Source: an optimization exercise on an open RTL-to-GDS flow (aim: small area, a short achievable clock period and few clock cycles). Production flows keep margins and buffers that such runs may drop.
Where RTL was checked, it was by simulation tests only, not by an equivalence proof against the original.

==> run R: inputs <==
## plot_command_stream_parser_core
module plot_command_stream_parser_core (
  input  logic                                  clk,
  input  logic                                  rst,
  input  logic                                  psel,
  input  logic                                  penable,
  input  logic                                  pwrite,
  input  logic [pcsp_pkg::PADDR_BITS-1:0]        paddr,
  input  logic [pcsp_pkg::PDATA_BITS-1:0]        pwdata,
  output logic [pcsp_pkg::PDATA_BITS-1:0]        prdata,
  output logic                                  pready,
  input  logic                                  in_valid,
  output logic                                  in_stall,
  input  logic [7:0]                            ch,
  output logic                                  out_valid,
  input  logic                                  out_stall,
  output logic [1:0]                            event_res,
  output logic [pcsp_pkg::COORD_BITS-1:0]        x_from,
  output logic [pcsp_pkg::COORD_BITS-1:0]        y_from,
  output logic [pcsp_pkg::COORD_BITS-1:0]        x_to,
  output logic [pcsp_pkg::COORD_BITS-1:0]        y_to,
  output logic [6:0]                            code_number
);
  pcsp_pkg::pcsp_cfg_t cfg;
  logic       blocked, go, emit, seg, seg_n;
  logic [6:0] dval;
  logic [pcsp_pkg::COORD_BITS-1:0] pos_x_n, pos_y_n, prev_x_n, prev_y_n;
  pcsp_cfg u_cfg (
    .clk     (clk),
    .rst     (rst),
    .psel    (psel),
    .penable (penable),
    .pwrite  (pwrite),
    .paddr   (paddr),
    .pwdata  (pwdata),
    .prdata  (prdata),
    .pready  (pready),
    .cfg     (cfg)
  );
  assign in_stall = blocked;
  logic       a_valid;
  logic [7:0] a_ch;
  assign a_valid = in_valid;
  assign a_ch    = ch;
  logic       b_valid, b_axis;
  logic [3:0] b_cc, a_cc;
  logic       a_digit;
  logic [pcsp_pkg::TERM_BITS-1:0] b_term, a_term;
  logic       last_y;
  logic [3:0] last_dig;
  logic       a_cr;
  assign a_cr  = (a_ch == CH_CR);
  ...
==> module plot_command_stream_parser_core, before the edit <==
module plot_command_stream_parser_core (
  input  logic                                  clk,
  input  logic                                  rst,
  input  logic                                  psel,
  input  logic                                  penable,
  input  logic                                  pwrite,
  input  logic [pcsp_pkg::PADDR_BITS-1:0]        paddr,
  input  logic [pcsp_pkg::PDATA_BITS-1:0]        pwdata,
  output logic [pcsp_pkg::PDATA_BITS-1:0]        prdata,
  output logic                                  pready,
  input  logic                                  in_valid,
  output logic                                  in_stall,
  input  logic [7:0]                            ch,
  output logic                                  out_valid,
  input  logic                                  out_stall,
  output logic [1:0]                            event_res,
  output logic [pcsp_pkg::COORD_BITS-1:0]        x_from,
  output logic [pcsp_pkg::COORD_BITS-1:0]        y_from,
  output logic [pcsp_pkg::COORD_BITS-1:0]        x_to,
  output logic [pcsp_pkg::COORD_BITS-1:0]        y_to,
  output logic [6:0]                            code_number
);
  pcsp_pkg::pcsp_cfg_t cfg;
  logic       blocked, go, emit, seg, seg_n;
  logic [6:0] dval;
  logic [pcsp_pkg::COORD_BITS-1:0] pos_x_n, pos_y_n, prev_x_n, prev_y_n;
  pcsp_cfg u_cfg (
    .clk     (clk),
    .rst     (rst),
    .psel    (psel),
    .penable (penable),
    .pwrite  (pwrite),
    .paddr   (paddr),
    .pwdata  (pwdata),
    .prdata  (prdata),
    .pready  (pready),
    .cfg     (cfg)
  );
  assign in_stall = blocked;
  logic       a_valid;
  logic [7:0] a_ch;
  assign a_valid = in_valid;
  assign a_ch    = ch;
  logic       b_valid, b_axis;
  logic [3:0] b_cc, a_cc;
  logic       a_digit;
  logic [pcsp_pkg::TERM_BITS-1:0] b_term, a_term;
  logic       last_y;
  logic [3:0] last_dig;
  logic       a_cr;
  assign a_cr  = (a_ch == CH_CR);
  assign a_digit = (a_ch >= CH_0) && (a_ch <= CH_9);
  assign a_cc    = a_digit          ? a_ch[3:0] :
                   (a_ch == CH_LF)  ? C_LF  :
                   (a_ch == CH_X)   ? C_X   :
                   (a_ch == CH_Y)   ? C_Y   :
                   (a_ch == CH_D)   ? C_D   :
                   (a_ch == CH_PCT) ? C_PCT : C_OTHER;
  pcsp_scale u_scale (
    .dig        (a_ch[3:0]),
    .lo         (last_dig),
    .decimals   (last_y ? cfg.y_decimals : cfg.x_decimals),
    .inch_units (cfg.inch_units),
    .term       (a_term)
  );
  always_ff @(posedge clk) begin
    if (rst) begin
      b_valid  <= 1'b0;
      last_y   <= 1'b0;
      last_dig <= '0;
    end else if (!blocked) begin
      b_valid <= a_valid && !a_cr;
      if (a_valid && (a_cc == C_X || a_cc == C_Y)) begin
        last_y   <= (a_cc == C_Y);
        last_dig <= '0;
      end else if (a_valid && a_digit) begin
        last_dig <= a_ch[3:0];
      end
    end
  end
  always_ff @(posedge clk) begin
    if (!blocked) begin
      b_cc   <= a_cc;
      b_term <= a_term;
      b_axis <= last_y;
    end
  end
  assign go = b_valid && !blocked;
  pcsp_parse u_parse (
    .clk      (clk),
    .rst      (rst),
    .go       (go),
    .cc       (b_cc),
    .term     (b_term),
    .axis_y   (b_axis),
    .cfg      (cfg),
    .emit     (emit),
    .seg      (seg),
    .dval     (dval),
    .pos_x_n  (pos_x_n),
    .pos_y_n  (pos_y_n),
    .prev_x_n (prev_x_n),
    .prev_y_n (prev_y_n)
  );
  pcsp_obuf u_obuf (
    .clk       (clk),
    .rst       (rst),
    .emit      (emit),
    .seg       (seg),
    .blocked   (blocked),
    .out_valid (out_valid),
    .out_stall (out_stall),
    .seg_n     (seg_n)
  );
  assign code_number = dval;
  assign event_res   = !seg_n ? EV_SEGMENT : (dval >= 7'd10) ? EV_APERTURE : EV_UNKNOWN;
  assign x_from = ~(prev_x_n | {pcsp_pkg::COORD_BITS{seg_n}});
  assign y_from = ~(prev_y_n | {pcsp_pkg::COORD_BITS{seg_n}});
  assign x_to   = ~(pos_x_n  | {pcsp_pkg::COORD_BITS{seg_n}});
  assign y_to   = ~(pos_y_n  | {pcsp_pkg::COORD_BITS{seg_n}});
endmodule
==> flow/config.mk <==
export PLATFORM = sky130hd
export DESIGN_NAME = plot_command_stream_parser_core
export DESIGN_NICKNAME = plot_command_stream_parser_core
export VERILOG_FILES = /design/flow/design.v
export SDC_FILE = /design/flow/constraint.sdc
export NUM_CORES = 4
export LEC_CHECK = 0
export ABC_AREA = 1
export CAP_MARGIN = 20
export CORE_MARGIN = 2
export CORE_UTILIZATION = 55
export CTS_BUF_LIST = sky130_fd_sc_hd__clkbuf_8
export SLEW_MARGIN = 20
==> flow/constraint.sdc <==
create_clock -name core_clock -period 11.0 [get_ports {clk}]
set_input_delay 2.2000 -clock core_clock [delete_from_list [all_inputs] [get_ports {clk}]]
set_output_delay 2.2000 -clock core_clock [all_outputs]
set_load 0.01 [all_outputs]
standard.sh (not shown) runs the stock make flow with config.mk's settings and CLKGATE_MAP_FILE= SYNTH_SCRIPT=/design/flow/synth_recipe.tcl, a recipe that flattens the netlist after the stock synthesis.
==> flow/flow/run.sh <==
#!/bin/bash
# The standard layout (standard.sh: the standard synthesis, floorplan, placement,
# CTS, routing) with two settings it does not expose: the port buffers are the
# smallest plain buffer, and timing repair aims at a setup slack of
# SETUP_SLACK_MARGIN ns at the design's clock period. make's output goes to
# flow_make.log; each ORFS step keeps its own log under orfs/logs.
set -euo pipefail
export SETUP_SLACK_MARGIN=6.0
export BUFFER_PORTS_ARGS="-buffer_cell sky130_fd_sc_hd__buf_1"
bash standard.sh > flow_make.log 2>&1
==> run K: changes against run R <==
--- a/flow/design.v
+++ b/flow/design.v
@@ -24,16 +24,17 @@
   localparam logic [2:0] M_YDIG       = 3'd3;
   localparam logic [2:0] M_D0         = 3'd4;
   localparam logic [2:0] M_D1         = 3'd5;
   localparam logic [2:0] M_D2         = 3'd6;
   localparam logic [2:0] M_SKIP       = 3'd7;
-  localparam logic [3:0] C_LF    = 4'd10;
-  localparam logic [3:0] C_X     = 4'd11;
-  localparam logic [3:0] C_Y     = 4'd12;
-  localparam logic [3:0] C_D     = 4'd13;
-  localparam logic [3:0] C_PCT   = 4'd14;
-  localparam logic [3:0] C_OTHER = 4'd15;
+  localparam logic [2:0] C_OTHER = 3'd0;
+  localparam logic [2:0] C_DIGIT = 3'd1;
+  localparam logic [2:0] C_LF    = 3'd2;
+  localparam logic [2:0] C_X     = 3'd3;
+  localparam logic [2:0] C_Y     = 3'd4;
+  localparam logic [2:0] C_D     = 3'd5;
+  localparam logic [2:0] C_PCT   = 3'd6;
   typedef struct packed {
     logic [2:0] x_decimals;
     logic [2:0] y_decimals;
     logic       inch_units;
   } pcsp_cfg_t;
@@ -115,11 +116,10 @@
   output logic [pcsp_pkg::TERM_BITS-1:0]      term
 );
   logic [2:0]  d;
   logic        fine;
   logic [24:0] k;
-  logic [26:0] k3;
   assign d    = (decimals > 3'd6) ? 3'd6 : decimals;
   assign fine = inch_units && (d == 3'd6);
   always_comb begin
     case ({inch_units, d})
       4'b0_000: k = 25'd1000000;
@@ -133,29 +133,11 @@
       4'b1_001: k = 25'd2540000;
       4'b1_010: k = 25'd254000;
       4'b1_011: k = 25'd25400;
       4'b1_100: k = 25'd2540;
       4'b1_101: k = 25'd254;
-      default:  k = '0;
-    endcase
-  end
-  always_comb begin
-    case ({inch_units, d})
-      4'b0_000: k3 = 27'd3000000;
-      4'b0_001: k3 = 27'd300000;
-      4'b0_010: k3 = 27'd30000;
-      4'b0_011: k3 = 27'd3000;
-      4'b0_100: k3 = 27'd300;
-      4'b0_101: k3 = 27'd30;
-      4'b0_110: k3 = 27'd3;
-      4'b1_000: k3 = 27'd76200000;
-      4'b1_001: k3 = 27'd7620000;
-      4'b1_010: k3 = 27'd762000;
-      4'b1_011: k3 = 27'd76200;
-      4'b1_100: k3 = 27'd7620;
-      4'b1_101: k3 = 27'd762;
-      default:  k3 = '0;
+      default:  k = 25'd0;
     endcase
   end
   logic [8:0] fine_term;
   always_comb begin
     case (dig)
@@ -176,18 +158,18 @@
       4'd3, 4'd8: fine_term = fine_term + 9'd2;
       4'd4, 4'd9: fine_term = fine_term - 9'd4;
       default: ;
     endcase
   end
-  logic [TERM_BITS-1:0] coarse_term, pa, pb;
-  assign pa = (dig[1:0] == 2'd3) ? TERM_BITS'(k3) :
-              (dig[1:0] == 2'd2) ? TERM_BITS'(k) << 1 :
-              (dig[1:0] == 2'd1) ? TERM_BITS'(k) : '0;
-  assign pb = dig[3] ? TERM_BITS'(k) << 3 : dig[2] ? TERM_BITS'(k) << 2 : '0;
-  pcsp_add2 #(.W(TERM_BITS)) u_add (
-    .a   (pa),
-    .b   (pb),
+  logic [TERM_BITS-1:0] coarse_term, pp0, pp1, pp2;
+  assign pp0 = dig[0] ? TERM_BITS'(k) : '0;
+  assign pp1 = dig[1] ? TERM_BITS'(k) << 1 : '0;
+  assign pp2 = dig[3] ? TERM_BITS'(k) << 3 : dig[2] ? TERM_BITS'(k) << 2 : '0;
+  pcsp_add3 #(.W(TERM_BITS)) u_add (
+    .a   (pp0),
+    .b   (pp1),
+    .c   (pp2),
     .sum (coarse_term)
   );
   assign term = fine ? {{(TERM_BITS-9){fine_term[8]}}, fine_term} : coarse_term;
 endmodule
 module pcsp_add3 #(
@@ -218,44 +200,18 @@
       end
     end
     sum = p ^ {gg[W-2:0], 1'b0};
   end
 endmodule
-module pcsp_add2 #(
-  parameter int W = 29
-) (
-  input  logic [W-1:0] a,
-  input  logic [W-1:0] b,
-  output logic [W-1:0] sum
-);
-  logic [W-1:0] p, gg, pp;
-  always_comb begin
-    p  = a ^ b;
-    gg = a & b;
-    pp = p;
-    for (int d = 1; d < W; d = d * 2) begin
-      for (int i = 2 * d - 1; i < W; i = i + 2 * d) begin
-        gg[i] = gg[i] | (pp[i] & gg[i - d]);
-        pp[i] = pp[i] & pp[i - d];
-      end
-    end
-    for (int d = 32; d >= 1; d = d / 2) begin
-      for (int i = 3 * d - 1; i < W; i = i + 2 * d) begin
-        gg[i] = gg[i] | (pp[i] & gg[i - d]);
-        pp[i] = pp[i] & pp[i - d];
-      end
-    end
-    sum = p ^ {gg[W-2:0], 1'b0};
-  end
-endmodule
 `timescale 1ns / 1ps
 import pcsp_pkg::*;
 module pcsp_parse (
   input  logic                           clk,
   input  logic                           rst,
   input  logic                           go,
-  input  logic [3:0]                     cc,
+  input  logic [2:0]                     cls,
+  input  logic [3:0]                     dig,
   input  logic [pcsp_pkg::TERM_BITS-1:0] term,
   input  logic                           axis_y,
   input  pcsp_pkg::pcsp_cfg_t            cfg,
   output logic                           emit,
   output logic                           seg,
@@ -266,19 +222,17 @@
   output logic [pcsp_pkg::COORD_BITS-1:0] prev_y_n
 );
   logic [2:0] mode;
   logic       has_coord;
   logic [3:0] sig;
-  logic       is_digit, is_lf, is_x, is_y, is_d, is_pct;
-  logic [3:0] dig;
-  assign is_digit = (cc < 4'd10);
-  assign is_lf    = (cc == C_LF);
-  assign is_x     = (cc == C_X);
-  assign is_y     = (cc == C_Y);
-  assign is_d     = (cc == C_D);
-  assign is_pct   = (cc == C_PCT);
-  assign dig      = cc;
+  logic is_digit, is_lf, is_x, is_y, is_d, is_pct;
+  assign is_digit = (cls == C_DIGIT);
+  assign is_lf    = (cls == C_LF);
+  assign is_x     = (cls == C_X);
+  assign is_y     = (cls == C_Y);
+  assign is_d     = (cls == C_D);
+  assign is_pct   = (cls == C_PCT);
   logic in_word, word_y;
   assign in_word = (mode == M_XDIG) || (mode == M_YDIG);
   assign word_y  = axis_y;
   logic [2:0]            sat_d;
   logic [COORD_BITS-1:0] sat_nm;
@@ -435,27 +389,36 @@
     .cfg     (cfg)
   );
   assign in_stall = blocked;
   logic       a_valid;
   logic [7:0] a_ch;
-  assign a_valid = in_valid;
-  assign a_ch    = ch;
+  always_ff @(posedge clk) begin
+    if (rst) begin
+      a_valid <= 1'b0;
+    end else if (!blocked) begin
+      a_valid <= in_valid;
+    end
+  end
+  always_ff @(posedge clk) begin
+    if (!blocked) begin
+      a_ch <= ch;
+    end
+  end
   logic       b_valid, b_axis;
-  logic [3:0] b_cc, a_cc;
-  logic       a_digit;
+  logic [2:0] b_cls, a_cls;
+  logic [3:0] b_dig;
   logic [pcsp_pkg::TERM_BITS-1:0] b_term, a_term;
   logic       last_y;
   logic [3:0] last_dig;
   logic       a_cr;
   assign a_cr  = (a_ch == CH_CR);
-  assign a_digit = (a_ch >= CH_0) && (a_ch <= CH_9);
-  assign a_cc    = a_digit          ? a_ch[3:0] :
-                   (a_ch == CH_LF)  ? C_LF  :
-                   (a_ch == CH_X)   ? C_X   :
-                   (a_ch == CH_Y)   ? C_Y   :
-                   (a_ch == CH_D)   ? C_D   :
-                   (a_ch == CH_PCT) ? C_PCT : C_OTHER;
+  assign a_cls = ((a_ch >= CH_0) && (a_ch <= CH_9)) ? C_DIGIT :
+                 (a_ch == CH_LF)  ? C_LF  :
+                 (a_ch == CH_X)   ? C_X   :
+                 (a_ch == CH_Y)   ? C_Y   :
+                 (a_ch == CH_D)   ? C_D   :
+                 (a_ch == CH_PCT) ? C_PCT : C_OTHER;
   pcsp_scale u_scale (
     .dig        (a_ch[3:0]),
     .lo         (last_dig),
     .decimals   (last_y ? cfg.y_decimals : cfg.x_decimals),
     .inch_units (cfg.inch_units),
@@ -466,31 +429,33 @@
       b_valid  <= 1'b0;
       last_y   <= 1'b0;
       last_dig <= '0;
     end else if (!blocked) begin
       b_valid <= a_valid && !a_cr;
-      if (a_valid && (a_cc == C_X || a_cc == C_Y)) begin
-        last_y   <= (a_cc == C_Y);
+      if (a_valid && (a_cls == C_X || a_cls == C_Y)) begin
+        last_y   <= (a_cls == C_Y);
         last_dig <= '0;
-      end else if (a_valid && a_digit) begin
+      end else if (a_valid && a_cls == C_DIGIT) begin
         last_dig <= a_ch[3:0];
       end
     end
   end
   always_ff @(posedge clk) begin
     if (!blocked) begin
-      b_cc   <= a_cc;
+      b_cls  <= a_cls;
+      b_dig  <= a_ch[3:0];
       b_term <= a_term;
       b_axis <= last_y;
     end
   end
   assign go = b_valid && !blocked;
   pcsp_parse u_parse (
     .clk      (clk),
     .rst      (rst),
     .go       (go),
-    .cc       (b_cc),
+    .cls      (b_cls),
+    .dig      (b_dig),
     .term     (b_term),
     .axis_y   (b_axis),
     .cfg      (cfg),
     .emit     (emit),
     .seg      (seg),
==> flow/flow/run.sh (replaced) <==
#!/bin/bash
# The standard layout (standard.sh: the standard synthesis, floorplan, placement,
# CTS, routing) with two settings it does not expose: the port buffers are the
# smallest plain buffer, and timing repair aims at a setup slack of
# SETUP_SLACK_MARGIN ns at the design's clock period. make's output goes to
# flow_make.log; each ORFS step keeps its own log under orfs/logs.
set -euo pipefail
export SETUP_SLACK_MARGIN=6.3
export BUFFER_PORTS_ARGS="-buffer_cell sky130_fd_sc_hd__buf_1"
bash standard.sh > flow_make.log 2>&1
ABC_AREA = not set   (was 1)
CORE_UTILIZATION = 40   (was 55)
==> run D: changes against run R <==
--- a/flow/design.v
+++ b/flow/design.v
@@ -435,12 +435,22 @@
     .cfg     (cfg)
   );
   assign in_stall = blocked;
   logic       a_valid;
   logic [7:0] a_ch;
-  assign a_valid = in_valid;
-  assign a_ch    = ch;
+  always_ff @(posedge clk) begin
+    if (rst) begin
+      a_valid <= 1'b0;
+    end else if (!blocked) begin
+      a_valid <= in_valid;
+    end
+  end
+  always_ff @(posedge clk) begin
+    if (!blocked) begin
+      a_ch <= ch;
+    end
+  end
   logic       b_valid, b_axis;
   logic [3:0] b_cc, a_cc;
   logic       a_digit;
   logic [pcsp_pkg::TERM_BITS-1:0] b_term, a_term;
   logic       last_y;
CORE_UTILIZATION = 70   (was 55)
==> impl_metrics.json <==
{
  "status": "finished clean",
  "wire_length_of_the_first_global_routing_pass_um": 85830,
  "area_share_clock_buf_inv_pct": 3.985,
  "n_all_inverters": 80,
  "global_route_track_usage_on_met1_pct": 26.59,
  "fin_nets": 2584
}
[end of results for run K]
==> impl_metrics.json <==
{
  "dr.first_iter.drc_count": 1001,
  "wire_length_of_the_first_global_routing_pass_um": 81970,
  "wl_um": 52940,
  "global_route_track_usage_on_met1_pct": 35.53,
  "status": "finished clean"
}
[end of results for run R]
==> impl_metrics.json <==
{
  "netlist.top_cell.by_area": "edfxtp_1",
  "wire_length_of_the_first_global_routing_pass_um": 82520,
  "fin_nets": 2723,
  "status": "finished clean",
  "endpoint_worst_hold": "u_parse.prev_y_n[57]",
  "cts.hold.buffers_added": 0,
  "global_route_track_usage_on_met1_pct": 41.92,
  "grtUsageMet3_pct": 5.173,
  "n_all_inverters": 244
}
[end of results for run D]
Testbench counts of run D, summed over its fixed seeds: cycles 24,064.
The RTL of run R and run K was laid out without a check of its function.

==> afterwards: timing with drivers on the ports <==
The flow's constraints put no driver on any port. The routed layouts listed below were extracted and timed again, unchanged, in two steps. Step 1: set_driving_cell puts a clkbuf_16 on clk and a buf_2 on each other input, an assumption about the parent block. Step 2, shift: input delay + t, output delay - t, t = (earliest + latest rising clock arrival at the registers) / 2. This alone moves slack from input paths to output paths. Slacks: no drivers / after step 1 / after step 2; pairs: no drivers / after step 1.
| run | t, ns | setup slack, ns | hold slack, ns | worst setup path at the end | cell pins on the clock port's net |
|---|---|---|---|---|---|
| run R | 0.644 | 5.922 / 5.855 / 5.449 | 0.452 / 0.452 / 0.452 | input to register | 1 |
| run K | 0.653 | 6.110 / 6.071 / 6.071 | 0.462 / 0.462 / 0.462 | input to output | 1 |
| run D | 0.617 | 5.953 / 5.908 / 5.782 | 0.450 / 0.450 / 0.450 | input to register | 1 |
After both steps every run listed still meets setup and hold. For run R, which loses most, drivers alone change the setup slack by -0.067 ns; drivers and shift together by -0.473 ns.
